Background: an optimization exercise with open tools, aiming at small area. Do not read the settings as production practice. Where RTL was checked, it was by simulation tests only, not by an equivalence proof against the original. Power figures rest on the tool's default switching activity, not on a simulated workload. The flow treats the clock pin as an ideal source, which a real chip does not have.

==> module reg_bank_rdport, before the edit <==
module reg_bank_rdport
#(
    parameter int DATA_W   = 32,
    parameter int ADDR_W   = 5,
    parameter int SP_IDX   = reg_bank_pkg::SP_IDX_DEF,
    parameter int SP_RESET = reg_bank_pkg::SP_RESET_DEF,
    localparam int NREG    = 1 << ADDR_W
) (
    input  logic                           clk,
    input  logic                           reset,
    input  logic [NREG-1:1][DATA_W-1:0]    regs,
    input  logic [NREG-1:1]                valid,
    input  logic [ADDR_W-1:0]              rd_addr,
    output logic [DATA_W-1:0]              rd_data
);
    logic [NREG-1:1]   sel;
    logic              sp_rst;
    logic [DATA_W-1:0] rd_data_d, rd_data_q;
    rb_rdsel #(.ADDR_W(ADDR_W), .SP_IDX(SP_IDX)) u_sel (
        .addr   (rd_addr),
        .valid  (valid),
        .sel    (sel),
        .sp_rst (sp_rst)
    );
    localparam logic [DATA_W-1:0] SP_VAL = DATA_W'(SP_RESET);
    for (genvar k = 0; k < DATA_W; k++) begin : g_bit
        logic [NREG-1:1] col;
        for (genvar i = 1; i < NREG; i++) begin : g_col
            assign col[i] = regs[i][k];
        end
        rb_rdbit #(.SP_BIT(SP_VAL[k])) u_bit (
            .sel    (sel),
            .r      (col),
            .sp_rst (sp_rst),
            .y      (rd_data_d[k])
        );
    end
    always_ff @(posedge clk or negedge reset) begin
        if (!reset) rd_data_q <= '0;
        else        rd_data_q <= rd_data_d;
    end
    assign rd_data = rd_data_q;
endmodule
==> module reg_bank, before the edit <==
module reg_bank
#(
    parameter int DATA_W   = 32,
    parameter int ADDR_W   = 5,
    parameter int SP_IDX   = reg_bank_pkg::SP_IDX_DEF,
    parameter int SP_RESET = reg_bank_pkg::SP_RESET_DEF
) (
    input  logic              clk,
    input  logic              reset,
    input  logic              reg_wr,
    input  logic [ADDR_W-1:0] wr_addr,
    input  logic [DATA_W-1:0] wr_data,
    input  logic [ADDR_W-1:0] rd_addr_a,
    input  logic [ADDR_W-1:0] rd_addr_b,
    output logic [DATA_W-1:0] rd_data_a,
    output logic [DATA_W-1:0] rd_data_b
);
    localparam int NREG = 1 << ADDR_W;
    logic [NREG-1:1][DATA_W-1:0] regs_q;
    logic [NREG-1:1]             valid_q;
    logic [NREG-1:1]             we;
    always_comb begin
        for (int i = 1; i < NREG; i++)
            we[i] = reg_wr && (wr_addr == ADDR_W'(i));
    end
    always_ff @(posedge clk) begin
        for (int i = 1; i < NREG; i++)
            if (we[i]) regs_q[i] <= wr_data;
    end
    always_ff @(posedge clk or negedge reset) begin
        if (!reset) valid_q <= '0;
        else        valid_q <= valid_q | we;
    end
    reg_bank_rdport #(.DATA_W(DATA_W), .ADDR_W(ADDR_W), .SP_IDX(SP_IDX), .SP_RESET(SP_RESET)) u_rd_a (
        .clk     (clk),
        .reset   (reset),
        .regs    (regs_q),
        .valid   (valid_q),
        .rd_addr (rd_addr_a),
        .rd_data (rd_data_a)
    );
    reg_bank_rdport #(.DATA_W(DATA_W), .ADDR_W(ADDR_W), .SP_IDX(SP_IDX), .SP_RESET(SP_RESET)) u_rd_b (
        .clk     (clk),
        .reset   (reset),
        .regs    (regs_q),
        .valid   (valid_q),
        .rd_addr (rd_addr_b),
        .rd_data (rd_data_b)
    );
endmodule
==> flow/config.mk <==
export PLATFORM = sky130hd
export DESIGN_NAME = reg_bank
export DESIGN_NICKNAME = reg_bank
export VERILOG_FILES = /design/flow/design.v
export SDC_FILE = /design/flow/constraint.sdc
export NUM_CORES = 4
export LEC_CHECK = 0
export CAP_MARGIN = 0
export CORE_MARGIN = 2
export CORE_UTILIZATION = 40
export SLEW_MARGIN = 0
export SYNTH_HIERARCHICAL = 1
export SYNTH_MINIMUM_KEEP_SIZE = 0
==> flow/constraint.sdc <==
create_clock -name core_clock -period 4.0 [get_ports {clk}]
set_input_delay 0.8000 -clock core_clock [delete_from_list [all_inputs] [get_ports {clk}]]
set_output_delay 0.8000 -clock core_clock [all_outputs]
set_load 0.01 [all_outputs]
standard.sh (not shown) runs the stock make flow with config.mk's settings and CLKGATE_MAP_FILE= SYNTH_SCRIPT=/design/flow/synth_recipe.tcl, a recipe that flattens the netlist after the stock synthesis.
==> flow/flow/run.sh <==
#!/bin/bash
# Layout flow: the standard flow (standard.sh) with a clock tree built
# from larger clusters of clkbuf_16 and no dummy loads, minimum-size port
# buffers. The ORFS logs are in orfs/logs; the make output goes to
# standard.log.
set -o pipefail
export CTS_ARGS="-sink_clustering_enable -repair_clock_nets -dont_use_dummy_load -buf_list sky130_fd_sc_hd__clkbuf_16 -sink_clustering_size 30 -sink_clustering_max_diameter 120"
export BUFFER_PORTS_ARGS="-buffer_cell sky130_fd_sc_hd__buf_1"
bash standard.sh > standard.log 2>&1
Change:
--- a/flow/design.v
+++ b/flow/design.v
@@ -96,12 +96,18 @@
     output logic [DATA_W-1:0]              rd_data
 );
-    logic [NREG-1:1]   sel;
-    logic              sp_rst;
+    logic [NREG-1:1]   sel_lo, sel_hi;
+    logic              sp_rst_lo, sp_rst_hi;
     logic [DATA_W-1:0] rd_data_d, rd_data_q;
-    rb_rdsel #(.ADDR_W(ADDR_W), .SP_IDX(SP_IDX)) u_sel (
+    rb_rdsel #(.ADDR_W(ADDR_W), .SP_IDX(SP_IDX)) u_sel_lo (
         .addr   (rd_addr),
         .valid  (valid),
-        .sel    (sel),
-        .sp_rst (sp_rst)
+        .sel    (sel_lo),
+        .sp_rst (sp_rst_lo)
+    );
+    rb_rdsel #(.ADDR_W(ADDR_W), .SP_IDX(SP_IDX)) u_sel_hi (
+        .addr   (rd_addr),
+        .valid  (valid),
+        .sel    (sel_hi),
+        .sp_rst (sp_rst_hi)
     );
     localparam logic [DATA_W-1:0] SP_VAL = DATA_W'(SP_RESET);
@@ -110,4 +116,13 @@
         for (genvar i = 1; i < NREG; i++) begin : g_col
             assign col[i] = regs[i][k];
+        end
+        logic [NREG-1:1] sel;
+        logic            sp_rst;
+        if (k < DATA_W / 2) begin : g_lo
+            assign sel    = sel_lo;
+            assign sp_rst = sp_rst_lo;
+        end else begin : g_hi
+            assign sel    = sel_hi;
+            assign sp_rst = sp_rst_hi;
         end
         rb_rdbit #(.SP_BIT(SP_VAL[k])) u_bit (
@@ -123,4 +138,18 @@
     end
     assign rd_data = rd_data_q;
+endmodule
+module rb_wrdec
+#(
+    parameter int ADDR_W = 5,
+    localparam int NREG  = 1 << ADDR_W
+) (
+    input  logic              reg_wr,
+    input  logic [ADDR_W-1:0] wr_addr,
+    output logic [NREG-1:1]   we
+);
+    always_comb begin
+        for (int i = 1; i < NREG; i++)
+            we[i] = reg_wr && (wr_addr == ADDR_W'(i));
+    end
 endmodule
 module reg_bank
@@ -142,18 +171,19 @@
 );
     localparam int NREG = 1 << ADDR_W;
+    localparam int HALF = DATA_W / 2;
     logic [NREG-1:1][DATA_W-1:0] regs_q;
     logic [NREG-1:1]             valid_q;
-    logic [NREG-1:1]             we;
-    always_comb begin
-        for (int i = 1; i < NREG; i++)
-            we[i] = reg_wr && (wr_addr == ADDR_W'(i));
-    end
-    always_ff @(posedge clk) begin
-        for (int i = 1; i < NREG; i++)
-            if (we[i]) regs_q[i] <= wr_data;
+    logic [NREG-1:1]             we_lo, we_hi;
+    rb_wrdec #(.ADDR_W(ADDR_W)) u_we_lo (.reg_wr(reg_wr), .wr_addr(wr_addr), .we(we_lo));
+    rb_wrdec #(.ADDR_W(ADDR_W)) u_we_hi (.reg_wr(reg_wr), .wr_addr(wr_addr), .we(we_hi));
+    for (genvar i = 1; i < NREG; i++) begin : g_reg
+        always_ff @(posedge clk) begin
+            if (we_lo[i]) regs_q[i][HALF-1:0]      <= wr_data[HALF-1:0];
+            if (we_hi[i]) regs_q[i][DATA_W-1:HALF] <= wr_data[DATA_W-1:HALF];
+        end
     end
     always_ff @(posedge clk or negedge reset) begin
         if (!reset) valid_q <= '0;
-        else        valid_q <= valid_q | we;
+        else        valid_q <= valid_q | we_lo;
     end
     reg_bank_rdport #(.DATA_W(DATA_W), .ADDR_W(ADDR_W), .SP_IDX(SP_IDX), .SP_RESET(SP_RESET)) u_rd_a (
What happened: Register-to-register slack improved by 110 ps; routed wire length went down by 2.8%; worst hold slack improved by 11 ps; setup slack gets worse by 450 ps; fmax drops by 13%; clock skew shrinks by 4.2 ps; final area came out higher by 0.92%; power is about the same; cell count came out higher by 3.2%; synthesized area rises by 1.8%; die area increases by 1.8%; sequential cell count is unchanged.
No functional check of the RTL was part of the second run of this note.

========
reg_bank again, from the RTL that the note above started with.
==> module rb_rdsel, before the edit <==
module rb_rdsel
#(
    parameter int ADDR_W = 5,
    parameter int SP_IDX = reg_bank_pkg::SP_IDX_DEF,
    localparam int NREG  = 1 << ADDR_W
) (
    input  logic [ADDR_W-1:0] addr,
    input  logic [NREG-1:1]   valid,
    output logic [NREG-1:1]   sel,
    output logic              sp_rst
);
    always_comb begin
        for (int i = 1; i < NREG; i++)
            sel[i] = (addr == ADDR_W'(i)) && valid[i];
        sp_rst = (addr == ADDR_W'(SP_IDX)) && !valid[SP_IDX];
    end
endmodule
Settings: LEC_CHECK=0, CAP_MARGIN=0, CORE_MARGIN=2, CORE_UTILIZATION=40, SLEW_MARGIN=0, SYNTH_HIERARCHICAL=1, SYNTH_MINIMUM_KEEP_SIZE=0; clock period 4.0 ns.
==> flow/flow/run.sh <==
#!/bin/bash
# Layout flow: the standard flow (standard.sh) with
#  - the drivers of the high-fanout nets upsized before placement (upsize.tcl),
#  - a clock tree built from larger clusters of clkbuf_16 and no dummy loads,
#  - minimum-size port buffers.
# The ORFS logs are in orfs/logs; make's output goes to standard_*.log and
# the upsizing step's to upsize.log.
set -eo pipefail
export CTS_ARGS="-sink_clustering_enable -repair_clock_nets -dont_use_dummy_load -buf_list sky130_fd_sc_hd__clkbuf_16 -sink_clustering_size 28 -sink_clustering_max_diameter 120"
export BUFFER_PORTS_ARGS="-buffer_cell sky130_fd_sc_hd__buf_1"
bash standard.sh floorplan > standard_floorplan.log 2>&1
UPSIZE_ODB=orfs/results/sky130hd/reg_bank/base/2_floorplan.odb openroad -no_init -exit flow/upsize.tcl > upsize.log 2>&1
bash standard.sh > standard_finish.log 2>&1
==> flow/flow/upsize.tcl <==
# Upsize the combinational drivers of high-fanout nets (the read selects and
# write enables of the register array) to their x4 versions before placement,
# so that the resizer does not have to buffer those nets.
set odb $::env(UPSIZE_ODB)
read_db $odb
set db [ord::get_db]
set block [ord::get_db_block]
set count 0
foreach net [$block getNets] {
  set n 0
  set drv ""
  foreach it [$net getITerms] {
    if {[$it isOutputSignal]} { set drv $it } elseif {[$it isInputSignal]} { incr n }
  }
  if {$drv eq "" || $n < 20} { continue }
  set inst [$drv getInst]
  set m [[$inst getMaster] getName]
  if {[regexp {^(sky130_fd_sc_hd__(and2|and3|and4|and3b|and4b|nor2|nor3|nor4|nor2b|nor3b|nand2|nand3|nand4|or2|or3|or4|a21oi|o21ai|o21bai))_[12]$} $m -> base]} {
    set new [$db findMaster ${base}_4]
    if {$new ne "NULL" && $new ne ""} {
      puts "upsize [$inst getName] $m -> ${base}_4 (fanout $n)"
      $inst swapMaster $new
      incr count
    }
  }
}
puts "upsized $count drivers"
write_db $odb
Next try:
--- a/flow/design.v
+++ b/flow/design.v
@@ -35,10 +35,33 @@
     assign y = ~(a & b & c & d);
 endmodule
 module rb_or3 (input logic a, b, c, output logic y);
     assign y = a | b | c;
 endmodule
+module rb_and2 (input logic a, b, output logic y);
+    assign y = a & b;
+endmodule
+module rb_and3 (input logic a, b, c, output logic y);
+    assign y = a & b & c;
+endmodule
+module rb_predec
+#(
+    parameter int ADDR_W = 5,
+    parameter bit USE_EN = 1'b1
+) (
+    input  logic                     en,
+    input  logic [ADDR_W-1:0]        addr,
+    output logic [3:0]               lo,
+    output logic [(1<<(ADDR_W-2))-1:0] hi
+);
+    always_comb begin
+        for (int j = 0; j < 4; j++)
+            lo[j] = (en || !USE_EN) && (addr[1:0] == 2'(j));
+        for (int j = 0; j < (1 << (ADDR_W - 2)); j++)
+            hi[j] = (addr[ADDR_W-1:2] == (ADDR_W-2)'(j));
+    end
+endmodule
 module rb_rdsel
 #(
     parameter int ADDR_W = 5,
     parameter int SP_IDX = reg_bank_pkg::SP_IDX_DEF,
     localparam int NREG  = 1 << ADDR_W
@@ -46,15 +69,17 @@
     input  logic [ADDR_W-1:0] addr,
     input  logic [NREG-1:1]   valid,
     output logic [NREG-1:1]   sel,
     output logic              sp_rst
 );
-    always_comb begin
-        for (int i = 1; i < NREG; i++)
-            sel[i] = (addr == ADDR_W'(i)) && valid[i];
-        sp_rst = (addr == ADDR_W'(SP_IDX)) && !valid[SP_IDX];
-    end
+    logic [3:0]          lo;
+    logic [NREG/4-1:0]   hi;
+    rb_predec #(.ADDR_W(ADDR_W), .USE_EN(1'b0)) u_pre (.en(1'b0), .addr(addr), .lo(lo), .hi(hi));
+    for (genvar i = 1; i < NREG; i++) begin : g_sel
+        rb_and3 u (.a(lo[i % 4]), .b(hi[i / 4]), .c(valid[i]), .y(sel[i]));
+    end
+    assign sp_rst = (addr == ADDR_W'(SP_IDX)) && !valid[SP_IDX];
 endmodule
 module rb_rdbit
 #(
     parameter bit SP_BIT = 1'b0
 ) (
@@ -142,13 +167,15 @@
 );
     localparam int NREG = 1 << ADDR_W;
     logic [NREG-1:1][DATA_W-1:0] regs_q;
     logic [NREG-1:1]             valid_q;
     logic [NREG-1:1]             we;
-    always_comb begin
-        for (int i = 1; i < NREG; i++)
-            we[i] = reg_wr && (wr_addr == ADDR_W'(i));
+    logic [3:0]                  we_lo;
+    logic [NREG/4-1:0]           we_hi;
+    rb_predec #(.ADDR_W(ADDR_W)) u_we_pre (.en(reg_wr), .addr(wr_addr), .lo(we_lo), .hi(we_hi));
+    for (genvar i = 1; i < NREG; i++) begin : g_we
+        rb_and2 u (.a(we_lo[i % 4]), .b(we_hi[i / 4]), .y(we[i]));
     end
     always_ff @(posedge clk) begin
         for (int i = 1; i < NREG; i++)
             if (we[i]) regs_q[i] <= wr_data;
     end
Effect:
- clock-buffer cell count is unchanged
- design area shrinks by 0.87%
- wire length is about the same
- sequential power is about the same
- setup slack got worse by 43 ps
- clock skew shrinks by 19 ps
- total power hardly moves
- sequential share of layout area grows by 0.62 points
- core utilization shrinks by 0.32 points
- global-route usage barely changes
- synthesized area hardly moves
- register-to-register slack improved by 30 ps
- via count stays flat

========
== run a ==
reg_bank again, from the RTL that the note above started with.
make LEC_CHECK=0 CAP_MARGIN=20 CORE_MARGIN=2 CORE_UTILIZATION=40 SLEW_MARGIN=20 SYNTH_HIERARCHICAL=1 SYNTH_MINIMUM_KEEP_SIZE=0 finish   # period 4.0 ns
run.sh (not shown) runs the stock make flow with config.mk's settings and CLKGATE_MAP_FILE= SYNTH_SCRIPT=/design/flow/synth_recipe.tcl, a recipe that flattens the netlist after the stock synthesis.
Stock flow here: none of the scripts above is used.
Input changes introduced in run b (baseline for comparison: run a):
diff --git a/flow/design.v b/flow/design.v
--- a/flow/design.v
+++ b/flow/design.v
@@ -94,13 +94,17 @@
     input  logic [NREG-1:1]                valid,
     input  logic [ADDR_W-1:0]              rd_addr,
     output logic [DATA_W-1:0]              rd_data
 );
+    logic [ADDR_W-1:0] addr_q;
     logic [NREG-1:1]   sel;
     logic              sp_rst;
-    logic [DATA_W-1:0] rd_data_d, rd_data_q;
+    always_ff @(posedge clk or negedge reset) begin
+        if (!reset) addr_q <= '0;
+        else        addr_q <= rd_addr;
+    end
     rb_rdsel #(.ADDR_W(ADDR_W), .SP_IDX(SP_IDX)) u_sel (
-        .addr   (rd_addr),
+        .addr   (addr_q),
         .valid  (valid),
         .sel    (sel),
         .sp_rst (sp_rst)
     );
@@ -113,16 +117,11 @@
         rb_rdbit #(.SP_BIT(SP_VAL[k])) u_bit (
             .sel    (sel),
             .r      (col),
             .sp_rst (sp_rst),
-            .y      (rd_data_d[k])
+            .y      (rd_data[k])
         );
     end
-    always_ff @(posedge clk or negedge reset) begin
-        if (!reset) rd_data_q <= '0;
-        else        rd_data_q <= rd_data_d;
-    end
-    assign rd_data = rd_data_q;
 endmodule
 module reg_bank
 #(
     parameter int DATA_W   = 32,
@@ -140,18 +139,29 @@
     output logic [DATA_W-1:0] rd_data_a,
     output logic [DATA_W-1:0] rd_data_b
 );
     localparam int NREG = 1 << ADDR_W;
+    logic                        pend_we_q;
+    logic [ADDR_W-1:0]           pend_addr_q;
+    logic [DATA_W-1:0]           pend_data_q;
     logic [NREG-1:1][DATA_W-1:0] regs_q;
     logic [NREG-1:1]             valid_q;
     logic [NREG-1:1]             we;
+    always_ff @(posedge clk or negedge reset) begin
+        if (!reset) pend_we_q <= 1'b0;
+        else        pend_we_q <= reg_wr && (wr_addr != ADDR_W'(reg_bank_pkg::REG_ZERO));
+    end
+    always_ff @(posedge clk) begin
+        pend_addr_q <= wr_addr;
+        pend_data_q <= wr_data;
+    end
     always_comb begin
         for (int i = 1; i < NREG; i++)
-            we[i] = reg_wr && (wr_addr == ADDR_W'(i));
+            we[i] = pend_we_q && (pend_addr_q == ADDR_W'(i));
     end
     always_ff @(posedge clk) begin
         for (int i = 1; i < NREG; i++)
-            if (we[i]) regs_q[i] <= wr_data;
+            if (we[i]) regs_q[i] <= pend_data_q;
     end
     always_ff @(posedge clk or negedge reset) begin
         if (!reset) valid_q <= '0;
         else        valid_q <= valid_q | we;
### Flow results
- The post-layout worst setup margin reported for run b is smaller than that of run a by 1110 ps.
- Against run a, floorplan core area in run b came out better.
- | clock power | run a vs run b | ≈ equal |
- Critical-path cell with the highest stage delay: sky130_fd_sc_hd__clkdlybuf4s50_1 -> run a, sky130_fd_sc_hd__or3_4 -> run b
- Run b ends up with a first-pass iteration count of the detailed router that is 3 higher than in run a.
- Changes observed in run b relative to run a: register-to-register setup slack dropped 340 ps, post-layout total power dropped 1.4%, non-clock buffering overhead in the final layout climbed 5.0 points, delay of the slowest cell on the worst path dropped 40 ps.
- Status run b: flow complete, layout not clean - negative setup slack
- Comparing number of nets in the layout for run a and run b, the smaller number came from run a.
- Relative to run a, the die area measured on run b has decreased slightly.
- Final critical-path required period: higher on run b
- Compared run b vs run a, and number of antenna violations at the first check in global routing is up in run b.

-- what the ideal ports hide --
The flow's constraints put no driver on any port. The routed layouts listed below were extracted and timed again, unchanged, in two steps.
Step 1, drivers: a clkbuf_16 drives clk and a buf_2 each remaining input, both assumed.
Step 2, shift: input delay + t, output delay - t, t = (earliest + latest rising clock arrival at the registers) / 2. This alone moves slack from input paths to output paths.
Slacks: ideal / step 1 / step 2; pairs: ideal / step 1.
| run | shift t [ns] | slack for setup (ns) | cell pins on the clock port's net |
|---|---|---|---|
| the first run of note 1 | 0.693 | 0.992 / 1.019 / 0.327 | 1 |
| the second run of note 1 | 0.683 | 0.541 / 0.487 / -0.196 | 1 |
| the first run of note 2 | 0.704 | 1.192 / 1.205 / 0.501 | 1 |
| the second run of note 2 | 0.695 | 1.149 / 1.194 / 0.499 | 1 |
| run a | 0.750 | 0.891 / 0.919 / 0.169 | 1 |
| run b | 0.757 | -0.223 / -0.293 / 0.464 | 1 |
With both steps, setup timing fails in the second run of note 1, where it was met with ideal ports. For the second run of note 1, which loses most, drivers alone change the setup slack by -0.054 ns; drivers and shift together by -0.737 ns.
